Context: an optimization exercise on an open-source flow, tuned for small area, a short achievable clock period and few clock cycles per item. The choices shown serve that exercise and are no tape-out recipe. Only simulation tests tie the RTL to the original design; equivalence was not proved.

File: run.sh
#!/bin/bash
# synth_recipe.tcl (not shown) runs the flow's synth.tcl, then flattens the netlist and writes it again
# the make line also repeats each setting of config.mk as NAME=value (left out here)
make -C /OpenROAD-flow-scripts/flow DESIGN_CONFIG=/design/flow/config.mk WORK_HOME=/design/flow/orfs CLKGATE_MAP_FILE= SYNTH_SCRIPT=/design/flow/synth_recipe.tcl finish
File: config.mk
export PLATFORM = sky130hd
export DESIGN_NAME = epoch_seconds_to_calendar_top
export DESIGN_NICKNAME = epoch_seconds_to_calendar_top
export VERILOG_FILES = /design/flow/design.v
export SDC_FILE = /design/flow/constraint.sdc
export NUM_CORES = 4
export LEC_CHECK = 0
export CAP_MARGIN = 20
export CORE_MARGIN = 2
export CORE_UTILIZATION = 40
export SETUP_SLACK_MARGIN = 4.0
export SLEW_MARGIN = 20
File: constraint.sdc
create_clock -name core_clock -period 11.0 [get_ports {clk}]
set_input_delay 2.2000 -clock core_clock [delete_from_list [all_inputs] [get_ports {clk}]]
set_output_delay 2.2000 -clock core_clock [all_outputs]
set_load 0.01 [all_outputs]
File: design.v
`default_nettype none
package esc_pkg;
  localparam int unsigned SecondsW = 6;
  localparam int unsigned MinutesW = 6;
  localparam int unsigned HoursW   = 5;
  localparam int unsigned WeekdayW = 3;
  localparam int unsigned YearW    = 8;
  localparam int unsigned MonthW   = 4;
  localparam int unsigned DayW     = 5;
  localparam int unsigned EpochW   = 32;
  localparam int unsigned DaysW    = 16;
  localparam logic [5:0] SecsPerMin   = 6'd60;
  localparam logic [5:0] MinsPerHour  = 6'd60;
  localparam logic [5:0] HoursPerDay  = 6'd24;
  localparam logic [5:0] DaysPerWeek  = 6'd7;
  localparam logic [YearW-1:0] CenturySkipOff = 8'd130;
  localparam logic [MonthW-1:0] LastMonthIdx  = 4'd11;
  localparam logic [MonthW-1:0] FebIdx        = 4'd1;
  function automatic logic is_leap(input logic [YearW-1:0] year_off);
    is_leap = (year_off[1:0] == 2'd2) && (year_off != CenturySkipOff);
  endfunction
  function automatic logic [8:0] year_len(input logic [YearW-1:0] year_off);
    year_len = is_leap(year_off) ? 9'd366 : 9'd365;
  endfunction
  function automatic logic [4:0] month_len(input logic [MonthW-1:0] idx,
                                           input logic leap);
    logic [4:0] len;
    case (idx)
      4'd0:    len = 5'd31;
      4'd1:    len = leap ? 5'd29 : 5'd28;
      4'd2:    len = 5'd31;
      4'd3:    len = 5'd30;
      4'd4:    len = 5'd31;
      4'd5:    len = 5'd30;
      4'd6:    len = 5'd31;
      4'd7:    len = 5'd31;
      4'd8:    len = 5'd30;
      4'd9:    len = 5'd31;
      4'd10:   len = 5'd30;
      default: len = 5'd31;
    endcase
    month_len = len;
  endfunction
  function automatic logic [WeekdayW-1:0] weekday_of(input logic [2:0] r);
    logic [WeekdayW-1:0] wd;
    case (r)
      3'd0:    wd = 3'd5;
      3'd1:    wd = 3'd6;
      3'd2:    wd = 3'd7;
      3'd3:    wd = 3'd1;
      3'd4:    wd = 3'd2;
      3'd5:    wd = 3'd3;
      3'd6:    wd = 3'd4;
      default: wd = 3'd1;
    endcase
    weekday_of = wd;
  endfunction
endpackage
`default_nettype wire
`default_nettype none
module epoch_seconds_to_calendar_top (
  input  wire logic        clk,
  input  wire logic        rst,
  input  wire logic        din_valid,
  output wire logic        din_ready,
  input  wire logic [31:0] din_epoch_seconds,
  output wire logic        dout_valid,
  input  wire logic        dout_ready,
  output wire logic [5:0]  dout_second_of_minute,
  output wire logic [5:0]  dout_minute_of_hour,
  output wire logic [4:0]  dout_hour_of_day,
  output wire logic [2:0]  dout_weekday,
  output wire logic [7:0]  dout_year_offset,
  output wire logic [3:0]  dout_month_number,
  output wire logic [4:0]  dout_day_of_month
);
  logic adv;
  logic v1, v2, v3;
  assign adv       = !v3 || dout_ready;
  assign din_ready = adv;
  logic [24:0] x0;
  logic [18:0] a0, a1, a2, a3, a4;
  logic [18:0] s1, c1, s2, c2, s3, c3;
  logic [5:0]  r1_xa;
  logic [6:0]  s1_g;       
  assign x0 = din_epoch_seconds[31:7];
  assign r1_xa = x0[24:19];
  assign s1_g[0] = 64'h9696969696969696 >> r1_xa & 1'b1;
  assign s1_g[1] = 64'h2bd42bd42bd42bd4 >> r1_xa & 1'b1;
  assign s1_g[2] = 64'hcce73318cce73318 >> r1_xa & 1'b1;
  assign s1_g[3] = 64'hf0f83c1f0f07c3e0 >> r1_xa & 1'b1;
  assign s1_g[4] = 64'h00ffc01ff007fc00 >> r1_xa & 1'b1;
  assign s1_g[5] = 64'hff00001ffff80000 >> r1_xa & 1'b1;
  assign s1_g[6] = 64'hffffffe000000000 >> r1_xa & 1'b1;
  assign a0 = 19'(x0[24:7]);
  assign a1 = 19'(x0[24:8]);
  assign a2 = 19'(x0[24:13]);
  assign a3 = 19'(x0[24:17]);
  assign a4 = 19'(s1_g);
  assign s1 = a0 ^ a1 ^ a2;
  assign c1 = ((a0 & a1) | (a0 & a2) | (a1 & a2)) << 1;
  assign s2 = s1 ^ c1 ^ a3;
  assign c2 = ((s1 & c1) | (s1 & a3) | (c1 & a3)) << 1;
  assign s3 = s2 ^ c2 ^ a4;
  assign c3 = ((s2 & c2) | (s2 & a4) | (c2 & a4)) << 1;
  logic [18:0] p0;
  assign p0 = s3 + c3;
  logic [15:0] r1_qe;
  logic [17:0] r1_lo;      
  logic [10:0] s2_r;       
  logic        s2_c;       
  logic [5:0]  r1_qb;
  logic [5:0]  s2_q4e;
  logic [11:0] s2_l;
  logic [11:0] s2_rp;
  logic [15:0] s2_qe;
  assign s2_qe  = r1_qe;
  assign s2_r   = r1_lo[17:7] - ({s2_qe[1:0], 9'd0} + {s2_qe[3:0], 7'd0} + {s2_qe[5:0], 5'd0}
                                 + {s2_qe[9:0], 1'd0} + s2_qe[10:0]);
  assign s2_c   = (s2_r >= 11'd675);
  logic        s2_ga, s2_gb;
  assign s2_ga  = (s2_qe >= 16'd47541);
  assign s2_gb  = (s2_qe >= 16'd47540);
  assign r1_qb  = s2_qe[15:10];
  assign s2_q4e[0] = 64'h6da4b6d24b6d24b6 >> r1_qb & 1'b1;
  assign s2_q4e[1] = 64'h71c738e38c71c738 >> r1_qb & 1'b1;
  assign s2_q4e[2] = 64'h81f83f03f07e07c0 >> r1_qb & 1'b1;
  assign s2_q4e[3] = 64'hfe003ffc007ff800 >> r1_qb & 1'b1;
  assign s2_q4e[4] = 64'h00003fffff800000 >> r1_qb & 1'b1;
  assign s2_q4e[5] = 64'hffffc00000000000 >> r1_qb & 1'b1;
  assign s2_l[0] = 64'h925b492db492db49 >> r1_qb & 1'b1;
  assign s2_l[1] = 64'h8e38c71c738e38c7 >> r1_qb & 1'b1;
  assign s2_l[2] = 64'h13a3762e44ecdc89 >> r1_qb & 1'b1;
  assign s2_l[3] = 64'h7198cee2339dc447 >> r1_qb & 1'b1;
  assign s2_l[4] = 64'h62237733bb111889 >> r1_qb & 1'b1;
  assign s2_l[5] = 64'h7c3c783c3c1e1f0e >> r1_qb & 1'b1;
  assign s2_l[6] = 64'h1264c912748d3b46 >> r1_qb & 1'b1;
  assign s2_l[7] = 64'h9c4771dc4711dc77 >> r1_qb & 1'b1;
  assign s2_l[8] = 64'he0787e1f87e1e078 >> r1_qb & 1'b1;
  assign s2_l[9] = 64'h9224c9324c9324c9 >> r1_qb & 1'b1;
  assign s2_l[10] = 64'he3b88e2388e2388e >> r1_qb & 1'b1;
  assign s2_l[11] = 64'h6e6446ee446ee446 >> r1_qb & 1'b1;
  logic [11:0] s2_rpa, s2_rpb;
  assign s2_rpa = s2_qe[11:0] + s2_l + {11'd0, s2_ga};
  assign s2_rpb = s2_qe[11:0] + s2_l + {10'd0, s2_gb, !s2_gb};
  assign s2_rp  = s2_c ? s2_rpb : s2_rpa;
  logic [6:0]  s2_ha;
  logic [5:0]  s2_he;
  logic [8:0]  s2_l2;
  logic [8:0]  s2_hr;      
  assign s2_ha = s2_r[10:4];
  assign s2_he[0] = 128'h6cd993264c993264c99b366cd9b366cc >> s2_ha & 1'b1;
  assign s2_he[1] = 128'h70e1e3c78f1e3c78f1e3c78f1e3c78f0 >> s2_ha & 1'b1;
  assign s2_he[2] = 128'h7f01fc07f01fc07f01fc07f01fc07f00 >> s2_ha & 1'b1;
  assign s2_he[3] = 128'h8001fff8001fff8001fff8001fff8000 >> s2_ha & 1'b1;
  assign s2_he[4] = 128'h0001ffffffe0000001ffffffe0000000 >> s2_ha & 1'b1;
  assign s2_he[5] = 128'h0001fffffffffffffe00000000000000 >> s2_ha & 1'b1;
  assign s2_l2[0] = 128'h6cd993264c993264c99b366cd9b366cc >> s2_ha & 1'b1;
  assign s2_l2[1] = 128'h1c3870e1c3870e1c3878f1e3c78f1e3c >> s2_ha & 1'b1;
  assign s2_l2[2] = 128'h03f80fe03f80fe03f807f01fc07f01fc >> s2_ha & 1'b1;
  assign s2_l2[3] = 128'hfff8001fff8001fff8000fffc000fffc >> s2_ha & 1'b1;
  assign s2_l2[4] = 128'hfff80000007ffffff80000003ffffffc >> s2_ha & 1'b1;
  assign s2_l2[5] = 128'h932193264c993264ce64c993264c9930 >> s2_ha & 1'b1;
  assign s2_l2[6] = 128'h1c3e1c3870e1c3870f870e1c3870e1c0 >> s2_ha & 1'b1;
  assign s2_l2[7] = 128'he03fe03f80fe03f80ff80fe03f80fe00 >> s2_ha & 1'b1;
  assign s2_l2[8] = 128'h6ce66ce64c66ce64c664c66ce64c66cc >> s2_ha & 1'b1;
  assign s2_hr = {s2_r[5:0], r1_lo[6:4]} + s2_l2;
  function automatic logic [2:0] add7(input logic [2:0] a, input logic [2:0] b);
    logic [3:0] t;
    t = {1'b0, a} + {1'b0, b};
    add7 = t[2:0] + {2'd0, t[3]};
  endfunction
  logic [2:0] s2_wa, s2_wb, s2_wq;
  assign s2_wa = add7(add7(s2_qe[2:0], s2_qe[5:3]), s2_qe[8:6]);
  assign s2_wb = add7(add7(s2_qe[11:9], s2_qe[14:12]), 3'd4 + {2'd0, s2_qe[15]});
  assign s2_wq = add7(s2_wa, s2_wb);
  logic [11:0] r2_rp;
  logic        r2_c;
  logic [5:0]  r2_q4e;
  logic [5:0]  r2_he;
  logic [8:0]  r2_hr;
  logic [3:0]  r2_e;       
  logic [2:0]  r2_wq;
  logic [11:0] s3_r;       
  logic [6:0]  s3_n;
  logic [2:0]  s3_nn;      
  logic [8:0]  s3_off;
  logic [8:0]  s3_doy;
  logic [7:0]  s3_ya;      
  assign s3_r = r2_rp;
  assign s3_n[0] = (s3_r >= 12'd365);
  assign s3_n[1] = (s3_r >= 12'd730);
  assign s3_n[2] = (s3_r >= 12'd1095);
  assign s3_n[3] = (s3_r >= 12'd1461);
  assign s3_n[4] = (s3_r >= 12'd1826);
  assign s3_n[5] = (s3_r >= 12'd2191);
  assign s3_n[6] = (s3_r >= 12'd2556);
  always_comb begin
    s3_nn = 3'd0;
    for (int i = 0; i < 7; i++) if (s3_n[i]) s3_nn = 3'(i + 1);
  end
  always_comb begin
    case (s3_nn)
      3'd0: s3_off = 9'd0;
      3'd1: s3_off = 9'd365;
      3'd2: s3_off = 9'd218;
      3'd3: s3_off = 9'd71;
      3'd4: s3_off = 9'd437;
      3'd5: s3_off = 9'd290;
      3'd6: s3_off = 9'd143;
      3'd7: s3_off = 9'd508;
      default: s3_off = 9'd0;
    endcase
  end
  assign s3_doy = s3_r[8:0] - s3_off;
  assign s3_ya  = {r2_q4e, 2'd0} + {5'd0, s3_nn} - 8'd2;
  logic [11:1] t;
  logic [3:0]  s3_mp;
    assign t[1] = (s3_doy >= 9'd31);
  assign t[2] = (s3_doy >= 9'd61);
  assign t[3] = (s3_doy >= 9'd92);
  assign t[4] = (s3_doy >= 9'd122);
  assign t[5] = (s3_doy >= 9'd153);
  assign t[6] = (s3_doy >= 9'd184);
  assign t[7] = (s3_doy >= 9'd214);
  assign t[8] = (s3_doy >= 9'd245);
  assign t[9] = (s3_doy >= 9'd275);
  assign t[10] = (s3_doy >= 9'd306);
  assign t[11] = (s3_doy >= 9'd337);
  always_comb begin
    s3_mp = 4'd0;
    for (int i = 1; i <= 11; i++) if (t[i]) s3_mp = 4'(i);
  end
  logic [2:0] s3_w4;
  logic [2:0] s3_wd;
  assign s3_w4 = add7(r2_wq, {2'd0, r2_c});
  assign s3_wd = (s3_w4 == 3'd7) ? 3'd1 : s3_w4 + 3'd1;
  logic        s3_hc;
  logic [7:0]  s3_hrem;
  logic [5:0]  s3_h1;
  assign s3_hc   = (r2_hr >= 9'd225);
  assign s3_hrem = s3_hc ? 8'(r2_hr - 9'd225) : r2_hr[7:0];
  assign s3_h1   = r2_he + {5'd0, s3_hc};
  logic [9:0]  s3_z;       
  assign s3_z = {s3_hrem, r2_e[3:2]};
  logic [6:0]  s3_ma;
  logic [5:0]  s3_me;
  logic [4:0]  s3_l3;
  logic [4:0]  s3_mr;      
  assign s3_ma = s3_z[9:3];
  assign s3_me[0] = 128'hcc999933326664ccc999933326664ccc >> s3_ma & 1'b1;
  assign s3_me[1] = 128'hf0e1e1c3c387870f0e1e1c3c387870f0 >> s3_ma & 1'b1;
  assign s3_me[2] = 128'h00fe01fc03f807f00fe01fc03f807f00 >> s3_ma & 1'b1;
  assign s3_me[3] = 128'h00fffe0003fff8000fffe0003fff8000 >> s3_ma & 1'b1;
  assign s3_me[4] = 128'h00fffffffc0000000fffffffc0000000 >> s3_ma & 1'b1;
  assign s3_me[5] = 128'h00fffffffffffffff000000000000000 >> s3_ma & 1'b1;
  assign s3_l3[0] = 128'hcc999933326664ccc999933326664ccc >> s3_ma & 1'b1;
  assign s3_l3[1] = 128'hf0e1e1c3c387870f0e1e1c3c387870f0 >> s3_ma & 1'b1;
  assign s3_l3[2] = 128'h00fe01fc03f807f00fe01fc03f807f00 >> s3_ma & 1'b1;
  assign s3_l3[3] = 128'h00fffe0003fff8000fffe0003fff8000 >> s3_ma & 1'b1;
  assign s3_l3[4] = 128'hcc6666ccce6664ccc6666ccce6664ccc >> s3_ma & 1'b1;
  assign s3_mr = s3_z[4:0] + s3_l3;
  logic [4:0]  r3_dl;      
  logic [3:0]  r3_mp;
  logic [7:0]  r3_ya;
  logic [2:0]  r3_wd;
  logic [4:0]  r3_h;
  logic [5:0]  r3_me;
  logic [4:0]  r3_mr;
  logic [1:0]  r3_s;
  logic [4:0]  s4_cum;     
  logic [3:0]  s4_month;
  always_comb begin
    case (r3_mp)
      4'd0: begin s4_cum = 5'd31; s4_month = 4'd3; end
      4'd1: begin s4_cum = 5'd30; s4_month = 4'd4; end
      4'd2: begin s4_cum = 5'd28; s4_month = 4'd5; end
      4'd3: begin s4_cum = 5'd27; s4_month = 4'd6; end
      4'd4: begin s4_cum = 5'd25; s4_month = 4'd7; end
      4'd5: begin s4_cum = 5'd24; s4_month = 4'd8; end
      4'd6: begin s4_cum = 5'd23; s4_month = 4'd9; end
      4'd7: begin s4_cum = 5'd21; s4_month = 4'd10; end
      4'd8: begin s4_cum = 5'd20; s4_month = 4'd11; end
      4'd9: begin s4_cum = 5'd18; s4_month = 4'd12; end
      4'd10: begin s4_cum = 5'd17; s4_month = 4'd1; end
      4'd11: begin s4_cum = 5'd16; s4_month = 4'd2; end
      default: begin s4_cum = 5'd0; s4_month = 4'd0; end
    endcase
  end
  logic        s4_mc;
  assign s4_mc = (r3_mr >= 5'd15);
  assign dout_valid            = v3;
  assign dout_second_of_minute = {(s4_mc ? 4'(r3_mr - 5'd15) : r3_mr[3:0]), r3_s};
  assign dout_minute_of_hour   = r3_me + {5'd0, s4_mc};
  assign dout_hour_of_day      = r3_h;
  assign dout_weekday          = r3_wd;
  assign dout_year_offset      = r3_ya + {7'd0, r3_mp >= 4'd10};
  assign dout_month_number     = s4_month;
  assign dout_day_of_month     = r3_dl - s4_cum;
  always_ff @(posedge clk) begin
    if (rst) begin
      v1 <= 1'b0;
      v2 <= 1'b0;
      v3 <= 1'b0;
    end else if (adv) begin
      v1 <= din_valid;
      v2 <= v1;
      v3 <= v2;
    end
  end
  always_ff @(posedge clk) begin
    if (adv) begin
      r1_qe    <= p0[18:3];
      r1_lo    <= din_epoch_seconds[17:0];
      r2_rp    <= s2_rp;
      r2_c     <= s2_c;
      r2_q4e   <= s2_q4e;
      r2_he    <= s2_he;
      r2_hr    <= s2_hr;
      r2_e     <= r1_lo[3:0];
      r2_wq    <= s2_wq;
      r3_dl    <= s3_doy[4:0];
      r3_mp    <= s3_mp;
      r3_ya    <= s3_ya;
      r3_wd    <= s3_wd;
      r3_h     <= (s3_h1 >= 6'd24) ? 5'(s3_h1 - 6'd24) : s3_h1[4:0];
      r3_me    <= s3_me;
      r3_mr    <= s3_mr;
      r3_s     <= r2_e[1:0];
    end
  end
endmodule
`default_nettype wire
==> results.tsv, run 1 <==
stage	metric	value	unit
cts	htree_num_levels	4	
worst_setup_path	cp_slowest_cell	fa_1	
floorplan	die_area	37700	um2
yosys	synth_area	14500	um2
yosys	synth_edf_count	113	
cells_and_area	syn_to_final_growth	12.7	%
yosys	syn_avg_cell_area	8.76	um2
worst_setup_path	crit_path_start_kind	input port	
cts	path_clk_slew	0.06	ns
min_path	min_path_type	reg2reg	
grt	track_usage	17.8	%
floorplan	initial_core_util	40.7	%
yosys	synth.area.top_cells	edfxtp_1, ha_1, fa_1	
detailed_routing	drt_iter0_markers	710	
cts	clock_sinks	116	
grt	grt_pass1_vias	11500	
timing	fin_tns_setup	0	ns
yosys	synthMuxAreaShare	2.37	%
timing	holdWs	0.420	ns
yosys	synth_compound_area_share	21.9	%
timing	worst_pin_slew	1.01	ns
cts	root_buffer	clkbuf_16	
worst_setup_path	required	11.20	ns
yosys	synthSimpleGateAreaFrac	12.4	%
timing	hold_viol	0	
detailed_routing	route.vias.total	12100	
worst_setup_path	cp-end-kind	flip-flop	
detailed_routing	first_pass_iters	7	
worst_setup_path	cp_cell_sequence	clkdlybuf4s50_1, fa_1, inv_1, fa_1, inv_1, fa_1, ha_1, a41oi_1, o21bai_1, a41o_1, o41a_1, a221o_1, a211oi_2, a21oi_1, a21oi_1, xnor2_1	
yosys	ys_seq_elements	116	
worst_setup_path	r2r_slack	4.46	ns
detailed_routing	vias_per_cell	5.59	
worst_setup_path	critical_path_class	in2reg	
floorplan	row_count	69	
worst_setup_path	cp_max_fo	3	
timing	setup-violations-final	0	
detailed_routing	post_drt_wl_per_cell	15.4	um
timing	min_period	6.60	ns
detailed_routing	drc_errors	0	
grt	grt_overflow_total	0	
outcome	status	no timing/DRC/antenna violations	
timing	relSlewSlack	32.1	%
detailed_routing	wirelength	33400	um
job	cap_violations	0	
yosys	synth_top_area_share	23.4	%
cts	cts_tree	built	
yosys	post_synth_num_cell_types	89	
placed_design	portBuffers	74	
floorplan	ios	75	
cts	cts_buffers	17	
timing	drv_slew	0	
cells_and_area	nets	1984	
yosys	ys_seq_area_share	23.9	%
grt	grt_antenna_before_repair	0	
yosys	synth_top_area_cell	edfxtp_1	
yosys	synth.net_count	1947	
floorplan	die_y	194	um
yosys	synth_fa_ha_area_share	25.0	%
worst_setup_path	cpMostUsedCell	fa_1	
floorplan	coreArea	35600	um2
timing	fin_worst_skew	0.00879	ns
cts	clock_latency	0.45	ns
yosys	synth_warnings	1	
yosys	synthCells	1653	
placed_design	hpwlAfterDp	24500	um
placed_design	routabilityCongestion	0.873	
timing	clock.fmax	151	MHz
worst_setup_path	crit_arrival	6.80	ns
worst_setup_path	cpPeakStageDelay	0.56	ns
cells_and_area	diodes	0	
yosys	synth_xor_xnor_area_share	8.37	%
cts	cts.path.max_buffers	2	
timing	finalCritPeriodShare	60.0	%
timing	rsz0062_at_grt	no	
yosys	synthFlopType	edfxtp_1	
cells_and_area	drive_gt1_share	5.52	%
floorplan	die_x	194	um
detailed_routing	ant_nets	0	
cts	ctsHoldBuffers	0	
yosys	synth_top_family_by_area	adder cells	
grt	grt_max_degree	90	
yosys	async_flop_share	0	%
grt	grt_pass1_wl	56100	um
==> Yosys cell counts (6+ instances only) <==
master / count
o211ai_1: 28
a221oi_1: 10
xor2_1: 38
a211oi_1: 33
buf_1: 12
nand2_1: 144
o21ai_1: 14
o21a_1: 10
and2_1: 6
nand2b_1: 13
a21oi_1: 140
inv_1: 142
o21bai_1: 16
xnor2_1: 89
o22ai_1: 12
a311oi_1: 9
nand3_1: 26
buf_2: 17
o31ai_1: 9
edfxtp_1: 113
fa_1: 52
nor3_1: 28
nor2b_1: 16
or3_1: 9
o21ai_0: 102
nor2_1: 117
nand3b_1: 6
mux2i_1: 23
a21o_1: 31
a31oi_1: 10
ha_1: 206
clkbuf_1: 52
and3_1: 15
==> final cells by class <==
type | count | area, um2
clock inverters | 15 | 161
fillers | 3435 | 19300
flip-flops and latches | 116 | 3450
repair inverters | 1 | 5.00
multi-input cells | 1308 | 10200
repair buffers | 100 | 963
clock buffers | 17 | 425
inverters | 146 | 558
well taps | 461 | 577
==> path summary, 6_finish.rpt <==
kind / from / cells past startpoint / endpoint
hold reg to reg: r1_lo[0] / 0 / r2_e[0]
setup / recovery: din_epoch_seconds[16] / 16 / r1_qe[15]
setup reg to reg: r1_qe[5] / 27 / r2_hr[8]
hold / removal: r1_lo[0] / 0 / r2_e[0]
==> cell families after synthesis <==
logic type	count (synthesis)
buffers and inverters	229
AOI/OAI and AO/OA	490
DFF	116
xor gates and xnor gates	132
muxes	31
adders and majority gates	258
and+or+nand+nor	397
==> per-layer routing <==
layer	track usage, %	up-vias	share of wire [%]
met2	29.3	355	46
met3	2.92	53	5.0
met4	5.61	0	2.0
li1	-	6024	-
met5	0	-	0
met1	23.8	5661	47
==> layout by cell type (no fill, tap or decap), drive strengths merged, types with 5 or more instances in the layout <==
master,netlist,layout
nor2,118,118
o22ai,12,12
a311oi,9,9
o21a,10,10
mux2i,23,23
and3,15,15
nand3b,6,6
buf,31,26
nand3,26,26
a21oi,140,140
nand2,144,144
a221oi,11,11
clkbuf,52,17
xnor2,91,91
o31ai,9,9
o41ai,6,6
o21bai,16,16
o211ai,29,29
ha,206,206
a21o,31,31
mux2,6,6
and2,6,6
a31oi,11,11
clkdlybuf4s50,0,74
clkinvlp,0,5
inv,144,153
nor3,28,28
fa,52,52
nor2b,16,16
nand2b,13,13
edfxtp,113,113
a211oi,34,34
xor2,40,40
o21ai,117,117
or3,9,9
==> flip-flops by register name, summed over array words and instances (netlist names) <==
| register | count |
|---|---|
| v2 | 1 |
| r2_q4e | 6 |
| r1_qe | 16 |
| r3_mp | 4 |
| r2_c | 1 |
| r2_rp | 12 |
| r3_dl | 5 |
| r3_ya | 8 |
| r2_hr | 9 |
| r2_wq | 3 |
| r2_he | 6 |
| r2_e | 4 |
| r3_me | 6 |
| v1 | 1 |
| r3_h | 5 |
| r1_lo | 18 |
| r3_s | 2 |
| r3_wd | 3 |
| v3 | 1 |
| r3_mr | 5 |
==> metrics by stage <==
stage / setup WS (ns) / area (um2) / std cells / utilization, %
after global placement: 3.92 / 15600 / 2122 / 43.9
final: 4.40 / 16300 / 2164 / 45.9
after detailed placement: 3.92 / 15600 / 2122 / 43.9
after CTS: 4.08 / 16200 / 2154 / 45.5
after floorplan: 4.26 / 14500 / 1653 / -
after global routing: 4.03 / 16300 / 2164 / 45.9
==> worst max-delay path, delay by kind of cell <==
| family | cells | cell delay, ns |
|---|---|---|
| adders and majority gates | 4 | 1.80 |
| buffers and inverters | 3 | 0.60 |
| xor gates and xnor gates | 1 | 0.07 |
| AOI/OAI and AO/OA | 8 | 2.12 |
==> repair_timing <==
| item | CTS | global route |
|---|---|---|
| setup buffers | 0 | 9 |
| cloned | 0 | 1 |
| pin swaps | 0 | 1 |
| gates resized for setup | 1 | 13 |
| endpoints found under the setup margin | 1 | 6 |
Testbench counts, summed over its fixed seeds: cycles 8,024, items 8,000.
==> inputs of run 2 (changes only) <==
--- a/config.mk
+++ b/config.mk
@@ -8,5 +8,5 @@
 export CAP_MARGIN = 20
 export CORE_MARGIN = 2
 export CORE_UTILIZATION = 40
-export SETUP_SLACK_MARGIN = 4.0
+export SETUP_SLACK_MARGIN = 4.6
 export SLEW_MARGIN = 20
==> results.tsv, run 2 <==
stage	metric	value	unit
outcome	status	no timing/DRC/antenna violations	
floorplan	die_y	194	um
cells_and_area	largest_register_ffs	18	
placed_design	routabilityCongestion	0.862	
worst_setup_path	path_delay_family	compound AO/OA/AOI/OAI gates	
timing	fin_ws	4.73	ns
floorplan	coreArea	35600	um2
worst_setup_path	cpMostUsedCell	o21bai_1	
yosys	synth_top_family_by_area	adder cells	
cells_and_area	diodes	0	
cells_and_area	mostFrequentLayoutCell	ha_1	
cts	htree_num_levels	4	
yosys	synth_fa_ha_area_share	25.0	%
yosys	synth_edf_count	113	
cts	clock_sinks	116	
grt	grt_pass1_wl	56300	um
floorplan	row_count	69	
yosys	async_flop_share	0	%
worst_setup_path	crit-reg2reg-launch	r1_qe[4]	
detailed_routing	route.vias.total	12500	
worst_setup_path	r2r-end	r2_hr[8]	
yosys	synthMuxAreaShare	2.37	%
cts	root_buffer	clkbuf_16	
job	cap_violations	0	
cts	cts_buffers	17	
timing	rsz0062_at_grt	yes	
placed_design	hpwlAfterDp	24300	um
detailed_routing	first_pass_iters	6	
cts	path_clk_slew	0.07	ns
yosys	synth_top_area_cell	edfxtp_1	
min_path	min_to	r2_e[0]	
timing	setup-violations-final	0	
cts	cts_tree	built	
cells_and_area	drive_gt1_share	10.6	%
cts	ctsHoldBuffers	0	
timing	finalCritPeriodShare	57.0	%
yosys	synthCells	1653	
min_path	worstHoldStart	r1_lo[0]	
detailed_routing	drc_errors	0	
yosys	synth_xor_xnor_area_share	8.37	%
detailed_routing	drt_iter0_markers	867	
yosys	synth_warnings	1	
cts	cts.path.max_buffers	2	
yosys	synth_compound_area_share	21.9	%
worst_setup_path	crit_path_start_kind	flip-flop	
cells_and_area	regMostFlops	r1_lo	
floorplan	die_area	37700	um2
floorplan	die_x	194	um
cells_and_area	syn_to_final_growth	19.6	%
grt	grt_antenna_before_repair	0	
yosys	ys_top_cells_by_count	ha_1, nand2_1, inv_1, a21oi_1, nor2_1	
cells_and_area	layout_common_cells	ha_1, nand2_1, a21oi_1	
yosys	synth.most_common_cell	ha_1	
worst_setup_path	critical_path_class	reg2reg	
cells_and_area	stdcell_count	2217	
worst_setup_path	reg2regPathDepth	27	
worst_setup_path	critPathBufInv	4	
worst_setup_path	required	11.20	ns
timing	fin_tns_setup	0	ns
worst_setup_path	cp_slowest_cell	fa_1	
floorplan	ios	75	
yosys	synth.net_count	1947	
cts	clock_latency	0.45	ns
yosys	post_synth_num_cell_types	89	
placed_design	portBuffers	74	
grt	grt_pass1_vias	11300	
min_path	min_path_type	reg2reg	
yosys	synth_top_area_share	23.4	%
timing	clock.fmax	159	MHz
timing	drv_slew	0	
min_path	whs_path_depth	0	
detailed_routing	wirelength	35800	um
yosys	synth.area.top_cells	edfxtp_1, ha_1, fa_1	
placed_design	post-place-ws	3.89	ns
placed_design	dp.cells	2121	
detailed_routing	post_drt_wl_per_cell	16.1	um
grt	track_usage	18.0	%
detailed_routing	ant_nets	0	
yosys	synthFlopType	edfxtp_1	
yosys	synth_area	14500	um2
timing	worst_pin_slew	0.986	ns
worst_setup_path	cp-end-kind	flip-flop	
worst_setup_path	r2r_slack	4.73	ns
yosys	synthSimpleGateAreaFrac	12.4	%
timing	fin_worst_skew	0.0135	ns
worst_setup_path	crit_arrival	6.47	ns
timing	min_period	6.27	ns
detailed_routing	vias_per_cell	5.64	
timing	relSlewSlack	33.6	%
yosys	syn_avg_cell_area	8.76	um2
yosys	ys_seq_elements	116	
floorplan	initial_core_util	40.7	%
cells_and_area	top_regs	r1_lo x18, r1_qe x16, r2_rp x12	
cells_and_area	nets	2037	
timing	hold_viol	0	
yosys	ys_seq_area_share	23.9	%
worst_setup_path	cpPeakStageDelay	0.53	ns
worst_setup_path	cp_max_fo	6	
grt	grt_max_degree	114	
grt	grt_overflow_total	0	
run 2: kinds of logic after synthesis:
family,after synthesis
compound gates,490
xor+xnor,132
fa+ha+maj,258
buf+inv,229
flops,116
mux,31
simple gates,397
run 2: layout make-up:
cell class              count  area, um2
fillers                  3314      18300
inverters                 146        567
repair buffers            153       1660
clock inverters            15        160
clock buffers              17        425
multi-input cells        1308      10500
flip-flops and latches    116       3450
well taps                 461        577
repair inverters            1       5.00
run 2: what timing repair did:
| item | 4_1_cts | 5_1_grt |
|---|---|---|
| cloned | 2 | 10 |
| resized for setup | 16 | 80 |
| buffers inserted | 14 | 38 |
| setup endpoints to repair | 11 | 13 |
| pin swaps | 3 | 39 |
run 2: worst reg2reg max path, cell delays in order, from the launching register on:
cell      delay, ns
edfxtp_1       0.44
ha_1           0.31
ha_1           0.29
inv_1          0.05
fa_1           0.53
ha_4           0.25
and2_4         0.17
o21a_1         0.20
or4_4          0.49
a31oi_4        0.29
xor2_4         0.26
buf_12         0.16
o21ai_1        0.09
a311oi_2       0.26
o21bai_1       0.11
a221oi_2       0.36
ha_2           0.26
inv_2          0.04
fa_2           0.39
inv_2          0.06
a21oi_2        0.04
o21bai_1       0.21
a21oi_1        0.09
o21bai_1       0.20
a21o_1         0.15
a21oi_2        0.06
xnor2_1        0.18
xnor2_1        0.09
run 2: how the worst max path moves through the flow:
stage	slack [ns]	endpoint	cells after the start	start
final	4.73	r2_hr[8]	27	r1_qe[4]
after global routing	4.46	r2_hr[8]	27	r1_qe[4]
after CTS	4.58	r2_hr[8]	28	r1_qe[1]
after detailed placement	3.89	r1_qe[15]	16	din_epoch_seconds[16]
after global placement	3.93	r1_qe[15]	16	din_epoch_seconds[16]
after floorplan	4.68	r1_qe[15]	15	din_epoch_seconds[16]
run 2: per-layer routing:
metal	up-vias	track usage, %	wire [um]
met4	0	6.00	939
met3	64	2.84	1980
met2	390	29.4	16500
met5	-	0	0
li1	6142	-	-
met1	5904	24.2	16400
run 2: metrics by stage:
step	area, um2	util, %	hold WS (ns)
finish	17300	48.7	0.419
detailed placement	15600	43.9	0.405
floorplan	14500	-	0.400
CTS	16400	46.1	0.418
global route	17300	48.7	0.424
global placement	15600	43.9	0.401
==> inputs of run 3 (changes only) <==
--- a/config.mk
+++ b/config.mk
@@ -8,5 +8,7 @@
 export CAP_MARGIN = 20
 export CORE_MARGIN = 2
 export CORE_UTILIZATION = 40
-export SETUP_SLACK_MARGIN = 4.6
+export CTS_CLUSTER_DIAMETER = 150
+export CTS_CLUSTER_SIZE = 40
+export SETUP_SLACK_MARGIN = 5
 export SLEW_MARGIN = 20
==> results.tsv, run 3 <==
stage	metric	value	unit
cells_and_area	drive_gt1_share	13.1	%
grt	track_usage	19.0	%
timing	worst_pin_slew	0.936	ns
timing	hold_viol	0	
worst_setup_path	cp-end-kind	flip-flop	
yosys	async_flop_share	0	%
yosys	synth_top_area_share	23.4	%
yosys	ys_top_cells_by_count	ha_1, nand2_1, inv_1, a21oi_1, nor2_1	
cells_and_area	diodes	0	
cts	root_buffer	clkbuf_16	
worst_setup_path	cp-endpoint	r2_hr[8]	
yosys	ys_seq_elements	116	
cells_and_area	nets	2058	
placed_design	routabilityCongestion	0.856	
yosys	synth_edf_count	113	
worst_setup_path	crit_arrival	6.27	ns
cts	clock_sinks	116	
yosys	synth_top_area_cell	edfxtp_1	
yosys	synth.most_common_cell	ha_1	
grt	grt_pass1_wl	59400	um
floorplan	row_count	69	
timing	min_period	6.09	ns
detailed_routing	drt_iter0_markers	843	
worst_setup_path	worstSetupStartpoint	r1_qe[4]	
worst_setup_path	crit_path_start_kind	flip-flop	
min_path	whs_path_depth	0	
worst_setup_path	cp_max_fo	8	
timing	fin_worst_skew	0.0160	ns
worst_setup_path	reg2regPathDepth	27	
floorplan	initial_core_util	40.7	%
detailed_routing	route.vias.total	12600	
floorplan	die_y	194	um
worst_setup_path	r2r-end	r2_hr[8]	
placed_design	portBuffers	74	
worst_setup_path	critical_path_class	reg2reg	
floorplan	die_area	37700	um2
yosys	ys_seq_area_share	23.9	%
grt	grt_antenna_before_repair	0	
worst_setup_path	required	11.19	ns
outcome	status	no timing/DRC/antenna violations	
cells_and_area	largest_register_ffs	18	
grt	grt_overflow_total	0	
yosys	post_synth_num_cell_types	89	
cts	path_clk_slew	0.07	ns
cts	cts.path.max_buffers	2	
timing	setup-violations-final	0	
timing	finalCritPeriodShare	55.3	%
grt	grt_max_degree	90	
yosys	synth.net_count	1947	
detailed_routing	first_pass_iters	6	
cts	htree_num_levels	4	
detailed_routing	ant_nets	0	
placed_design	dpl-instance-area	15600	um2
yosys	synthCells	1653	
yosys	synth_warnings	1	
cells_and_area	mostFrequentLayoutCell	ha_1	
cells_and_area	syn_to_final_growth	21.7	%
grt	grt_pass1_vias	11900	
floorplan	die_x	194	um
floorplan	coreArea	35600	um2
detailed_routing	wirelength	36800	um
cts	cts_tree	built	
floorplan	ios	75	
detailed_routing	drc_errors	0	
yosys	synth.area.top_cells	edfxtp_1, ha_1, fa_1	
cts	cts_buffers	17	
cts	clock_latency	0.44	ns
timing	fin_tns_setup	0	ns
job	cap_violations	0	
min_path	min_path_type	reg2reg	
yosys	synth_area	14500	um2
yosys	syn_avg_cell_area	8.76	um2
placed_design	hpwlAfterDp	24700	um
cells_and_area	top_regs	r1_lo x18, r1_qe x16, r2_rp x12	
cells_and_area	regMostFlops	r1_lo	
worst_setup_path	crit-reg2reg-launch	r1_qe[4]	
timing	relSlewSlack	37.2	%
cells_and_area	layout_common_cells	ha_1, nand2_1, inv_1, a21oi_1, nor2_1	
detailed_routing	vias_per_cell	5.63	
worst_setup_path	r2r_slack	4.91	ns
cells_and_area	design_area	17600	um2
timing	rsz0062_at_grt	yes	
detailed_routing	post_drt_wl_per_cell	16.5	um
timing	drv_slew	0	
cells_and_area	nFillCells	3265	
timing	clock.fmax	164	MHz
yosys	synthFlopType	edfxtp_1	
## run 3: cell counts after synthesis
Identical to the previous run, type by type.
## run 3: how the worst min path moves through the flow
stage | start | slack (ns) | endpoint
floorplan | r1_lo[0] | 0.40 | r2_e[0]
global placement | r1_lo[0] | 0.40 | r2_e[0]
detailed placement | r2_e[1] | 0.41 | r3_s[1]
CTS | r2_e[1] | 0.42 | r3_s[1]
global route | r2_e[0] | 0.43 | r3_s[0]
finish | r2_e[1] | 0.42 | r3_s[1]
## run 3: metal layers
| metal | GRT usage [%] | part of all wire [%] |
|---|---|---|
| met1 | 25.5 | 45 |
| met2 | 31.1 | 46 |
| met3 | 2.97 | 5.6 |
| met4 | 6.45 | 2.7 |
| met5 | 0 | 0 |
## run 3: cell families after synthesis
group | after synthesis | share of synthesized area [%]
flops | 116 | 23.9
xor+xnor | 132 | 8.37
compound gates | 490 | 21.9
fa+ha+maj | 258 | 25.0
mux | 31 | 2.37
simple gates | 397 | 12.4
buf+inv | 229 | 6.16
## run 3: layout make-up
class / instances / area [um2] / share of cell area, %
Inverter: 146 / 562 / 3.19
Multi-Input combinational cell: 1308 / 10600 / 60.2
Clock buffer: 19 / 433 / 2.46
Clock inverter: 12 / 155 / 0.880
Timing Repair Buffer: 174 / 1820 / 10.3
Tap cell: 461 / 577 / 3.27
Sequential cell: 116 / 3450 / 19.6
Timing Repair inverter: 1 / 5.00 / 0.0284
## run 3: repair_timing
item / CTS / global route
buffers inserted: 43 / 29
cloned: 8 / 4
setup endpoints to repair: 22 / 19
hold buffers: 0 / 0
resized for setup: 86 / 58
pin swaps: 29 / 29
## run 3: stage by stage
stage	util [%]	instances	setup WS [ns]	hold slack (ns)
2_1_floorplan	-	1653	4.84	0.400
3_3_place_gp	43.9	2122	4.02	0.400
3_5_place_dp	43.9	2122	3.95	0.406
4_1_cts	47.8	2204	4.89	0.418
5_1_grt	49.5	2237	4.68	0.428
6_report	49.5	2237	4.91	0.417
## run 3: worst max-delay path: stages, from the launching register on
cell and delay (ns):
edfxtp_1 0.48, ha_4 0.26, ha_4 0.26, inv_2 0.03
fa_1 0.51, ha_4 0.22, and2_4 0.16, o21a_1 0.21
or4_4 0.50, a31oi_4 0.21, buf_12 0.15, xnor2_4 0.08
buf_12 0.14, a2111oi_2 0.54, a2111oi_4 0.10, a221oi_4 0.25
ha_2 0.25, inv_2 0.04, fa_2 0.34, inv_2 0.06
a21oi_2 0.04, o21bai_1 0.19, a21oi_1 0.09, o21bai_1 0.20
a21o_1 0.16, a21oi_2 0.06, xnor2_1 0.17, xnor2_1 0.11
==> inputs of run 4 (changes only) <==
--- a/config.mk
+++ b/config.mk
@@ -8,7 +8,5 @@
 export CAP_MARGIN = 20
 export CORE_MARGIN = 2
 export CORE_UTILIZATION = 40
-export CTS_CLUSTER_DIAMETER = 150
-export CTS_CLUSTER_SIZE = 40
 export SETUP_SLACK_MARGIN = 5
 export SLEW_MARGIN = 20
==> results.tsv, run 4 <==
stage	metric	value	unit
outcome	status	no timing/DRC/antenna violations	
placed_design	dp.cells	2122	
yosys	synth.most_common_cell	ha_1	
cts	cts_tree	built	
yosys	ys_seq_elements	116	
worst_setup_path	worstSetupStartpoint	r1_qe[4]	
yosys	syn_avg_cell_area	8.76	um2
worst_setup_path	crit-reg2reg-launch	r1_qe[4]	
grt	track_usage	19.0	%
worst_setup_path	crit_arrival	6.27	ns
yosys	post_synth_num_cell_types	89	
yosys	synth.area.top_cells	edfxtp_1, ha_1, fa_1	
min_path	min_path_type	reg2reg	
cells_and_area	largest_register_ffs	18	
worst_setup_path	cpPeakStageDelay	0.54	ns
cts	cts_buffers	17	
floorplan	ios	75	
cells_and_area	nFillCells	3265	
cells_and_area	top_regs	r1_lo x18, r1_qe x16, r2_rp x12	
placed_design	hpwlAfterDp	24700	um
cts	cts.path.max_buffers	2	
yosys	ys_top_cells_by_count	ha_1, nand2_1, inv_1, a21oi_1, nor2_1	
timing	drv_slew	0	
cells_and_area	layout_common_cells	ha_1, nand2_1, inv_1, a21oi_1, nor2_1	
yosys	synth.net_count	1947	
placed_design	routabilityCongestion	0.856	
detailed_routing	route.vias.total	12600	
timing	setup-violations-final	0	
floorplan	die_x	194	um
detailed_routing	wirelength	36800	um
timing	worst_pin_slew	0.936	ns
timing	finalCritPeriodShare	55.3	%
worst_setup_path	required	11.19	ns
grt	grt_pass1_wl	59400	um
yosys	synthCells	1653	
worst_setup_path	reg2regPathDepth	27	
timing	fin_tns_setup	0	ns
cells_and_area	drive_gt1_share	13.1	%
worst_setup_path	r2r_slack	4.91	ns
detailed_routing	vias_per_cell	5.63	
grt	grt_pass1_vias	11900	
cts	htree_num_levels	4	
worst_setup_path	cp-endpoint	r2_hr[8]	
yosys	synth_top_area_cell	edfxtp_1	
timing	hold_viol	0	
detailed_routing	ant_nets	0	
floorplan	die_area	37700	um2
cells_and_area	nets	2058	
cells_and_area	mostFrequentLayoutCell	ha_1	
cells_and_area	final_util	49.5	%
floorplan	die_y	194	um
yosys	synthFlopType	edfxtp_1	
job	cap_violations	0	
min_path	worstHoldStart	r2_e[1]	
timing	min_period	6.09	ns
placed_design	portBuffers	74	
cts	clock_latency	0.44	ns
cells_and_area	regMostFlops	r1_lo	
grt	grt_overflow_total	0	
yosys	async_flop_share	0	%
worst_setup_path	cp_max_fo	8	
detailed_routing	first_pass_iters	6	
yosys	ys_seq_area_share	23.9	%
yosys	synth_warnings	1	
yosys	synth_top_area_share	23.4	%
detailed_routing	drt_iter0_markers	843	
cts	ctsHoldBuffers	0	
detailed_routing	drc_errors	0	
cells_and_area	stdcell_count	2237	
detailed_routing	post_drt_wl_per_cell	16.5	um
cts	root_buffer	clkbuf_16	
grt	grt_antenna_before_repair	0	
timing	fin_worst_skew	0.0160	ns
yosys	synth_area	14500	um2
cells_and_area	diodes	0	
worst_setup_path	cp-end-kind	flip-flop	
floorplan	row_count	69	
timing	rsz0062_at_grt	yes	
timing	clock.fmax	164	MHz
yosys	synth_edf_count	113	
grt	grt_max_degree	90	
cts	clock_sinks	116	
worst_setup_path	critical_path_class	reg2reg	
worst_setup_path	r2r-end	r2_hr[8]	
floorplan	initial_core_util	40.7	%
worst_setup_path	crit_path_start_kind	flip-flop	
cts	path_clk_slew	0.07	ns
floorplan	coreArea	35600	um2
cells_and_area	syn_to_final_growth	21.7	%
worst_setup_path	cp_slowest_cell	a2111oi_2	
timing	relSlewSlack	37.2	%
==> run 4: cell counts after synthesis <==
Identical to the previous run, type by type.
==> run 4: critical path: cells and delay by family (launching register included) <==
family,cells,cell delay [ns]
fa+ha+maj,6,1.84
xor+xnor,3,0.36
flops,1,0.48
compound gates,11,2.05
simple gates,2,0.66
buf+inv,5,0.42
==> run 4: layer usage <==
metal	GRT usage, %	wire [um]
met5	0	0
met4	6.45	1010
met3	2.97	2050
met2	31.1	17100
met1	25.5	16700
==> run 4: cell families after synthesis <==
kind of cell	Yosys count	share of synthesized area (%)
AOI/OAI and AO/OA	490	21.9
xor gates and xnor gates	132	8.37
adders and majority gates	258	25.0
buffers and inverters	229	6.16
DFF	116	23.9
muxes	31	2.37
and+or+nand+nor	397	12.4
==> run 4: worst min-delay path by stage <==
stage | end | slack, ns | cells after the start
floorplan | r2_e[0] | 0.40 | 0
finish | r3_s[1] | 0.42 | 0
global route | r3_s[0] | 0.43 | 0
global placement | r2_e[0] | 0.40 | 0
CTS | r3_s[1] | 0.42 | 0
detailed placement | r3_s[1] | 0.41 | 0
==> run 4: cell type report <==
cell class                      count  area, um2  area share [%]
Clock buffer                       19        433            2.46
Inverter                          146        562            3.19
Tap cell                          461        577            3.27
Multi-Input combinational cell   1308      10600            60.2
Timing Repair inverter              1       5.00          0.0284
Timing Repair Buffer              174       1820            10.3
Sequential cell                   116       3450            19.6
Clock inverter                     12        155           0.880
==> run 4: per-stage QoR <==
stage	cell area, um2	worst slack [ns]	hold WS [ns]
after global routing	17600	4.68	0.428
after detailed placement	15600	3.95	0.406
after CTS	17000	4.89	0.418
after floorplan	14500	4.84	0.400
final	17600	4.91	0.417
after global placement	15600	4.02	0.400
==> run 4: repair_timing <==
action | 4_1_cts | 5_1_grt
setup buffers | 43 | 29
endpoints found under the setup margin | 22 | 19
cloned | 8 | 4
pin swaps | 29 | 29
resized for setup | 86 | 58
==> inputs of run 5 (changes only) <==
==> flow/run.sh (new file) <==
#!/bin/bash
# The standard layout (the standard.sh: ORFS synthesis through finish) with timing repair
# aimed at 5.5 ns of setup slack, and the port buffers made with buf_1 cells.
set -euo pipefail
bash standard.sh SETUP_SLACK_MARGIN=5.5 'BUFFER_PORTS_ARGS=-buffer_cell sky130_fd_sc_hd__buf_1' finish > standard_finish.log 2>&1
==> standard.sh (new file) <==
#!/bin/bash
# synth_recipe.tcl (not shown) runs the flow's synth.tcl, then flattens the netlist and writes it again
# the make line also repeats each setting of config.mk as NAME=value (left out here)
make -C /OpenROAD-flow-scripts/flow DESIGN_CONFIG=/design/flow/config.mk WORK_HOME=/design/flow/orfs CLKGATE_MAP_FILE= SYNTH_SCRIPT=/design/flow/synth_recipe.tcl "${@:-finish}"
--- a/config.mk
+++ b/config.mk
@@ -8,5 +8,4 @@
 export CAP_MARGIN = 20
 export CORE_MARGIN = 2
 export CORE_UTILIZATION = 40
-export SETUP_SLACK_MARGIN = 5
 export SLEW_MARGIN = 20
removed: run.sh
==> results.tsv, run 5 <==
stage	metric	value	unit
cts	clock_sinks	116	
yosys	synth_xor_xnor_area_share	8.37	%
cts	htree_num_levels	4	
cells_and_area	largest_register_ffs	18	
detailed_routing	drc_errors	0	
yosys	synthSimpleGateAreaFrac	12.4	%
worst_setup_path	critical_path_class	reg2reg	
worst_setup_path	cp-end-kind	flip-flop	
yosys	synth_top_area_cell	edfxtp_1	
floorplan	ios	75	
worst_setup_path	crit_path_start_kind	flip-flop	
floorplan	die_area	37700	um2
cells_and_area	top_regs	r1_lo x18, r1_qe x16, r2_rp x12	
timing	setup-violations-final	0	
cts	root_buffer	clkbuf_16	
floorplan	die_x	194	um
worst_setup_path	cp_slowest_cell	fa_1	
yosys	ys_seq_elements	116	
yosys	synth_compound_area_share	21.9	%
yosys	synthMuxAreaShare	2.37	%
worst_setup_path	r2r-end	r2_hr[8]	
worst_setup_path	crit-reg2reg-launch	r1_qe[4]	
cts	cts_buffers	17	
yosys	synth_top_family_by_area	adder cells	
cells_and_area	syn_to_final_growth	21.2	%
yosys	async_flop_share	0	%
min_path	whs_path_depth	0	
yosys	ys_top_cells_by_count	ha_1, nand2_1, inv_1, a21oi_1, nor2_1	
timing	min_period	6.17	ns
yosys	synth.area.top_cells	edfxtp_1, ha_1, fa_1	
worst_setup_path	reg2regPathDepth	28	
grt	grt_pass1_wl	61000	um
yosys	synth_area	14500	um2
placed_design	portBuffers	74	
worst_setup_path	cp_max_fo	6	
detailed_routing	route.vias.total	12600	
timing	drv_slew	0	
detailed_routing	drt_iter0_markers	1224	
min_path	worstHoldStart	r1_lo[1]	
grt	grt_max_degree	90	
timing	rsz0062_at_grt	yes	
timing	relSlewSlack	38.5	%
floorplan	row_count	69	
cells_and_area	nets	2091	
cells_and_area	regMostFlops	r1_lo	
cts	path_clk_slew	0.06	ns
outcome	status	no timing/DRC/antenna violations	
timing	clock.fmax	162	MHz
timing	hold_viol	0	
yosys	synth_warnings	1	
detailed_routing	ant_nets	0	
floorplan	initial_core_util	40.7	%
yosys	synth_fa_ha_area_share	25.0	%
cells_and_area	drive_gt1_share	15.7	%
cells_and_area	final_util	49.3	%
timing	holdWs	0.420	ns
yosys	synth.most_common_cell	ha_1	
grt	grt_pass1_vias	12200	
yosys	synthFlopType	edfxtp_1	
yosys	post_synth_num_cell_types	89	
yosys	synthCells	1653	
placed_design	dpl-instance-area	15300	um2
cells_and_area	layout_common_cells	ha_1, nand2_1, inv_1	
cts	cts_tree	built	
yosys	synth_edf_count	113	
cells_and_area	nFillCells	3255	
yosys	syn_avg_cell_area	8.76	um2
floorplan	coreArea	35600	um2
timing	worst_pin_slew	0.923	ns
grt	grt_antenna_before_repair	1	
timing	fin_tns_setup	0	ns
cells_and_area	design_area	17500	um2
detailed_routing	vias_per_cell	5.57	
cells_and_area	mostFrequentLayoutCell	ha_1	
worst_setup_path	cpPeakStageDelay	0.53	ns
yosys	synth_top_area_share	23.4	%
min_path	min_path_type	reg2reg	
cts	cts.path.max_buffers	2	
worst_setup_path	crit_arrival	6.35	ns
detailed_routing	first_pass_iters	5	
grt	grt_overflow_total	0	
yosys	ys_seq_area_share	23.9	%
floorplan	die_y	194	um
placed_design	routabilityCongestion	0.872	
job	cap_violations	0	
yosys	synth.net_count	1947	
min_path	min_to	r2_e[1]	
grt	track_usage	19.6	%
timing	finalCritPeriodShare	56.1	%
detailed_routing	wirelength	37400	um
worst_setup_path	required	11.19	ns
cts	clock_latency	0.44	ns
placed_design	hpwlAfterDp	24500	um
worst_setup_path	r2r_slack	4.83	ns
detailed_routing	post_drt_wl_per_cell	16.4	um
timing	fin_worst_skew	0.0145	ns
[run 5: cell counts after synthesis]
No cell type changed its count.
[run 5: cell type report]
class	count	area (um2)	area share [%]
antenna	1	2.50	0.0143
clock buffer	17	425	2.42
clock inverter	15	105	0.599
inverter	146	564	3.22
multi-input combinational	1308	10700	60.9
sequential	116	3450	19.7
tap	461	577	3.29
timing repair buffer	206	1710	9.77
timing repair inverter	2	15.0	0.0856
[run 5: per-stage QoR]
step | instances | worst slack (ns)
CTS | 2238 | 5.03
global route | 2271 | 4.58
detailed placement | 2123 | 4.30
floorplan | 1653 | 4.84
finish | 2272 | 4.83
global placement | 2123 | 4.38
[run 5: repair_timing]
item / 4_1_cts / 5_1_grt
cloned: 13 / 0
pin swaps: 34 / 41
hold buffers: 0 / 0
resized for setup: 89 / 51
setup buffers: 70 / 33
endpoints found under the setup margin: 29 / 26
[run 5: critical path: cells and delay by family, from the launching register on]
kind	cells	cell delay, ns
DFF	1	0.46
buffers and inverters	5	0.42
xor gates and xnor gates	3	0.44
and+or+nand+nor	2	0.65
AOI/OAI and AO/OA	12	1.96
adders and majority gates	6	1.96
[run 5: metal layers]
metal	wire (um)	part of all wire [%]	vias up	GRT usage (%)
met5	9	0.024	-	0
met1	17100	46	5917	26.0
li1	-	-	6242	-
met4	867	2.3	2	6.57
met3	2080	5.6	69	3.69
met2	17300	46	414	32.0
[run 5: kinds of logic after synthesis]
group,after synthesis
buf+inv,229
xor+xnor,132
simple gates,397
compound gates,490
flops,116
mux,31
fa+ha+maj,258
[run 5: worst max path at each step]
stage / start / to / slack, ns / depth (start not counted)
finish: r1_qe[4] / r2_hr[8] / 4.83 / 28
global route: r1_qe[1] / r2_hr[8] / 4.58 / 29
CTS: r1_qe[4] / r2_hr[8] / 5.03 / 28
detailed placement: r1_qe[1] / r2_hr[8] / 4.30 / 28
global placement: r1_qe[4] / r2_hr[8] / 4.38 / 28
floorplan: din_epoch_seconds[16] / r1_qe[15] / 4.84 / 15
==> inputs of run 6 (changes only) <==
==> flow/run.sh (replaced) <==
#!/bin/bash
# The standard layout (the standard.sh: ORFS synthesis through finish) with timing repair
# aimed at 5 ns of setup slack, and the port buffers made with buf_2 cells.
set -euo pipefail
bash standard.sh SETUP_SLACK_MARGIN=5 'BUFFER_PORTS_ARGS=-buffer_cell sky130_fd_sc_hd__buf_2' finish > standard_finish.log 2>&1
==> results.tsv, run 6 <==
stage	metric	value	unit
cells_and_area	diodes	0	
timing	drv_slew	0	
timing	setup-violations-final	0	
detailed_routing	drc_errors	0	
worst_setup_path	critPathBufInv	6	
cts	cts.path.max_buffers	2	
yosys	synth_top_area_share	23.4	%
cells_and_area	nets	2085	
grt	grt_pass1_vias	11900	
cells_and_area	top_regs	r1_lo x18, r1_qe x16, r2_rp x12	
timing	hold_viol	0	
worst_setup_path	crit_path_start_kind	flip-flop	
yosys	syn_avg_cell_area	8.76	um2
cells_and_area	design_area	17600	um2
cells_and_area	largest_register_ffs	18	
cells_and_area	final_util	49.4	%
cells_and_area	drive_gt1_share	18.4	%
yosys	ys_seq_elements	116	
worst_setup_path	critical_path_class	reg2reg	
cts	clock_sinks	116	
yosys	synth.area.top_cells	edfxtp_1, ha_1, fa_1	
cts	clock_latency	0.44	ns
timing	finalCritPeriodShare	56.9	%
floorplan	die_y	194	um
yosys	synth_edf_count	113	
job	cap_violations	0	
grt	track_usage	18.7	%
yosys	synth.net_count	1947	
yosys	synthCells	1653	
cells_and_area	layout_common_cells	ha_1, nand2_1, inv_1, a21oi_1, nor2_1	
grt	grt_antenna_before_repair	0	
cts	cts_tree	built	
placed_design	dpl-instance-area	15300	um2
grt	grt_max_degree	90	
yosys	ys_seq_area_share	23.9	%
grt	grt_pass1_wl	58700	um
yosys	ys_top_cells_by_count	ha_1, nand2_1, inv_1, a21oi_1, nor2_1	
worst_setup_path	cp_slowest_cell	fa_1	
detailed_routing	ant_nets	0	
worst_setup_path	cp_max_fo	8	
placed_design	routabilityCongestion	0.849	
timing	min_period	6.26	ns
cts	path_clk_slew	0.07	ns
detailed_routing	vias_per_cell	5.64	
worst_setup_path	cpPeakStageDelay	0.58	ns
placed_design	post-place-ws	4.12	ns
worst_setup_path	cp-end-kind	flip-flop	
cells_and_area	mostFrequentLayoutCell	ha_1	
floorplan	row_count	69	
yosys	synth.most_common_cell	ha_1	
cells_and_area	nFillCells	3258	
timing	relSlewSlack	41.4	%
outcome	status	no timing/DRC/antenna violations	
timing	fin_tns_setup	0	ns
placed_design	hpwlAfterDp	24600	um
cts	root_buffer	clkbuf_16	
yosys	post_synth_num_cell_types	89	
yosys	synth_area	14500	um2
timing	worst_pin_slew	0.872	ns
cts	htree_num_levels	4	
detailed_routing	drt_iter0_markers	978	
worst_setup_path	required	11.19	ns
detailed_routing	first_pass_iters	6	
grt	grt_overflow_total	0	
floorplan	coreArea	35600	um2
timing	rsz0062_at_grt	yes	
cells_and_area	regMostFlops	r1_lo	
floorplan	die_area	37700	um2
timing	fin_ws	4.74	ns
min_path	min_path_type	reg2reg	
timing	fin_worst_skew	0.0127	ns
detailed_routing	wirelength	37700	um
worst_setup_path	path_delay_family	adder cells	
yosys	synth_top_area_cell	edfxtp_1	
cts	cts_buffers	17	
worst_setup_path	crit_arrival	6.45	ns
timing	clock.fmax	160	MHz
yosys	async_flop_share	0	%
placed_design	portBuffers	74	
floorplan	ios	75	
floorplan	die_x	194	um
yosys	synthFlopType	edfxtp_1	
cells_and_area	syn_to_final_growth	21.3	%
detailed_routing	route.vias.total	12800	
detailed_routing	post_drt_wl_per_cell	16.7	um
floorplan	initial_core_util	40.7	%
yosys	synth_warnings	1	
run 6: cell type report:
type | count | area (um2) | area share (%)
inverter | 146 | 571 | 3.25
multi-input combinational | 1309 | 10700 | 60.8
clock inverter | 13 | 158 | 0.898
timing repair buffer | 199 | 1690 | 9.64
clock buffer | 18 | 429 | 2.44
sequential | 116 | 3450 | 19.7
tap | 461 | 577 | 3.29
timing repair inverter | 2 | 10.0 | 0.0570
run 6: metal layers:
layer,up-vias,share of wire [%],wire length (um),global-route usage [%]
li1,6228,-,-,-
met1,6013,44,16600,24.5
met2,440,47,17800,31.2
met3,90,6.4,2410,3.88
met4,0,2.5,938,4.99
met5,-,0,0,0
run 6: kinds of logic (layout without fill, tap and decap cells):
kind of cell    after synthesis  count (layout)  share of synthesized area [%]
xor+xnor                    132             132                           8.37
mux                          31              31                           2.37
buf+inv                     229             378                           6.16
flops                       116             116                           23.9
compound gates              490             490                           21.9
simple gates                397             398                           12.4
fa+ha+maj                   258             258                           25.0
run 6: per-stage QoR:
step                      std cells  hold WS [ns]
after floorplan                1653         0.400
after global placement         2124         0.402
after detailed placement       2124         0.410
after CTS                      2209         0.422
after global routing           2264         0.429
final                          2264         0.420
run 6: final timing paths:
| kind | start | to | slack (ns) | cells past startpoint |
|---|---|---|---|---|
| max | r1_qe[1] | r2_hr[8] | 4.74 | 27 |
| min | r1_lo[3] | r2_e[3] | 0.42 | 0 |
| max reg2reg | r1_qe[1] | r2_hr[8] | 4.74 | 27 |
| min reg2reg | r1_lo[3] | r2_e[3] | 0.42 | 0 |
run 6: what timing repair did:
action	4_1_cts	5_1_grt
setup endpoints to repair	16	18
gates cloned	6	7
hold buffers	0	0
resized for setup	45	97
pin swaps	18	40
setup buffers	48	48
hold endpoints to repair	0	0
==> inputs of run 7 (changes only) <==
==> flow/run.sh (replaced) <==
#!/bin/bash
# The standard layout (the standard.sh: ORFS synthesis through finish) with timing repair
# aimed at 5 ns of setup slack, and the port buffers made with buf_1 cells.
set -euo pipefail
bash standard.sh SETUP_SLACK_MARGIN=5 'BUFFER_PORTS_ARGS=-buffer_cell sky130_fd_sc_hd__buf_1' finish > standard_finish.log 2>&1
--- a/config.mk
+++ b/config.mk
@@ -8,4 +8,5 @@
 export CAP_MARGIN = 20
 export CORE_MARGIN = 2
 export CORE_UTILIZATION = 40
+export GPL_TIMING_DRIVEN = 1
 export SLEW_MARGIN = 20
==> results.tsv, run 7 <==
stage	metric	value	unit
timing	drv_slew	0	
worst_setup_path	cp_slowest_cell	or4_4	
yosys	synth_top_area_cell	edfxtp_1	
placed_design	routabilityCongestion	0.853	
worst_setup_path	cpPeakStageDelay	0.56	ns
cells_and_area	regMostFlops	r1_lo	
timing	hold_viol	0	
cells_and_area	mostFrequentLayoutCell	ha_1	
grt	track_usage	18.8	%
yosys	synth.net_count	1947	
timing	fin_tns_setup	0	ns
cts	path_clk_slew	0.07	ns
cells_and_area	largest_register_ffs	18	
worst_setup_path	cp_max_fo	9	
grt	grt_pass1_wl	58600	um
floorplan	die_y	194	um
floorplan	die_x	194	um
detailed_routing	vias_per_cell	5.61	
timing	min_period	6.02	ns
cells_and_area	diodes	0	
yosys	synth.area.top_cells	edfxtp_1, ha_1, fa_1	
yosys	async_flop_share	0	%
detailed_routing	drc_errors	0	
yosys	synthCells	1653	
cells_and_area	top_regs	r1_lo x18, r1_qe x16, r2_rp x12	
grt	grt_max_degree	114	
placed_design	hpwlAfterDp	24600	um
timing	rsz0062_at_grt	yes	
yosys	synth.most_common_cell	ha_1	
detailed_routing	first_pass_iters	5	
floorplan	initial_core_util	40.7	%
timing	clock.fmax	166	MHz
grt	grt_pass1_vias	11800	
cts	root_buffer	clkbuf_16	
job	cap_violations	0	
yosys	syn_avg_cell_area	8.76	um2
detailed_routing	route.vias.total	12500	
cts	clock_sinks	116	
yosys	synth_edf_count	113	
floorplan	coreArea	35600	um2
timing	finalCritPeriodShare	54.7	%
yosys	synth_top_area_share	23.4	%
yosys	ys_seq_elements	116	
yosys	synth_area	14500	um2
timing	worst_pin_slew	0.945	ns
min_path	min_path_type	reg2reg	
grt	grt_antenna_before_repair	1	
cells_and_area	layout_common_cells	ha_1, nand2_1, inv_1	
detailed_routing	ant_nets	0	
yosys	synthFlopType	edfxtp_1	
floorplan	ios	75	
timing	fin_worst_skew	0.0179	ns
worst_setup_path	critical_path_class	reg2reg	
outcome	status	no timing/DRC/antenna violations	
grt	grt_overflow_total	0	
cells_and_area	syn_to_final_growth	18.1	%
worst_setup_path	crit_arrival	6.22	ns
cts	cts_buffers	17	
yosys	post_synth_num_cell_types	89	
timing	relSlewSlack	36.5	%
detailed_routing	post_drt_wl_per_cell	16.3	um
cells_and_area	drive_gt1_share	12.6	%
detailed_routing	wirelength	36500	um
floorplan	die_area	37700	um2
cts	htree_num_levels	4	
detailed_routing	drt_iter0_markers	1052	
yosys	ys_top_cells_by_count	ha_1, nand2_1, inv_1, a21oi_1, nor2_1	
cells_and_area	nets	2055	
worst_setup_path	cp-end-kind	flip-flop	
cts	clock_latency	0.44	ns
yosys	ys_seq_area_share	23.9	%
timing	setup-violations-final	0	
yosys	synth_warnings	1	
placed_design	portBuffers	74	
worst_setup_path	crit_path_start_kind	flip-flop	
cts	cts_tree	built	
floorplan	row_count	69	
cts	cts.path.max_buffers	2	
timing	holdWs	0.420	ns
worst_setup_path	required	11.19	ns
## run 7: critical path, delay by kind of cell (launching register included)
family / cells / cell delay (ns)
AOI/OAI and AO/OA: 12 / 1.80
xor gates and xnor gates: 3 / 0.45
adders and majority gates: 6 / 1.88
buffers and inverters: 6 / 0.63
DFF: 1 / 0.48
and+or+nand+nor: 1 / 0.56
## run 7: timing repair
action,4_1_cts,5_1_grt
pin swaps,24,27
cloned,8,3
hold buffers,0,0
endpoints found under the hold margin,0,0
setup buffers,47,23
gates resized for setup,57,60
setup endpoints to repair,17,16
## run 7: through the flow
step           instances  utilization, %  instance area, um2  setup slack (ns)
2_1_floorplan       1653               -               14500              4.84
3_3_place_gp        2122            42.7               15200              4.17
3_5_place_dp        2122            42.7               15200              4.10
4_1_cts             2209            46.7               16600              4.98
5_1_grt             2235            48.1               17100              4.75
6_report            2235            48.1               17100              4.98
## run 7: cell families after synthesis
group,after synthesis,synth area share [%]
flip-flops,116,23.9
buffers and inverters,229,6.16
adder cells (fa/ha/maj),258,25.0
XOR/XNOR,132,8.37
AO/OA/AOI/OAI,490,21.9
AND/OR/NAND/NOR,397,12.4
multiplexers,31,2.37
## run 7: path summary, 6_finish.rpt
path | slack, ns | endpoint | cells past startpoint | startpoint
max reg2reg | 4.98 | r2_hr[8] | 28 | r1_qe[0]
min | 0.42 | r2_e[3] | 0 | r1_lo[3]
max | 4.98 | r2_hr[8] | 28 | r1_qe[0]
min reg2reg | 0.42 | r2_e[3] | 0 | r1_lo[3]
## run 7: metal layers
metal  GRT usage (%)  wire [um]
met1            25.0      16400
met2            31.5      17400
met3            3.37       2090
met4            5.08        636
met5               0         14
## run 7: final cells by class
| cell class | count | area, um2 |
|---|---|---|
| timing repair buffer | 171 | 1380 |
| clock inverter | 15 | 149 |
| tap | 461 | 577 |
| timing repair inverter | 1 | 5.00 |
| fill | 3318 | 18500 |
| clock buffer | 17 | 425 |
| inverter | 146 | 566 |
| multi-input combinational | 1308 | 10500 |
| sequential | 116 | 3450 |

## what the ideal ports hide
No port has a modelled driver above. Below, the same layouts with a new extraction and two added sets of constraints.
Step 1: set_driving_cell puts a clkbuf_16 on clk and a buf_2 on each other input, an assumption about the parent block.
Step 2 moves the port delays by t, midway between the first and last clock arrival at a register: inputs arrive t later, outputs are due t later. That takes back most of the time a late clock gives input paths.
a / b / c = ideal ports / drivers / drivers and shift; a / b = the first two.
run	t, ns	setup slack, ns	worst hold slack (ns)	worst setup path at the end	slew at the worst register clock pin (ns)
run 1	0.488	4.398 / 4.421 / 3.933	0.420 / 0.420 / 0.420	input to register	0.07 / 0.07
run 2	0.493	4.729 / 4.729 / 4.327	0.419 / 0.419 / 0.419	input to register	0.07 / 0.07
run 3	0.485	4.915 / 4.915 / 4.616	0.417 / 0.417 / 0.417	input to register	0.07 / 0.07
run 4	0.485	4.915 / 4.915 / 4.616	0.417 / 0.417 / 0.417	input to register	0.07 / 0.07
run 5	0.486	4.834 / 4.834 / 4.708	0.420 / 0.420 / 0.420	input to register	0.07 / 0.07
run 6	0.479	4.742 / 4.742 / 4.508	0.420 / 0.420 / 0.420	input to register	0.07 / 0.07
run 7	0.488	4.978 / 4.978 / 4.626	0.420 / 0.420 / 0.420	input to register	0.07 / 0.07
After both steps setup and hold are still met in every run listed. For run 1, which loses most, drivers alone change the setup slack by +0.023 ns; drivers and shift together by -0.465 ns.
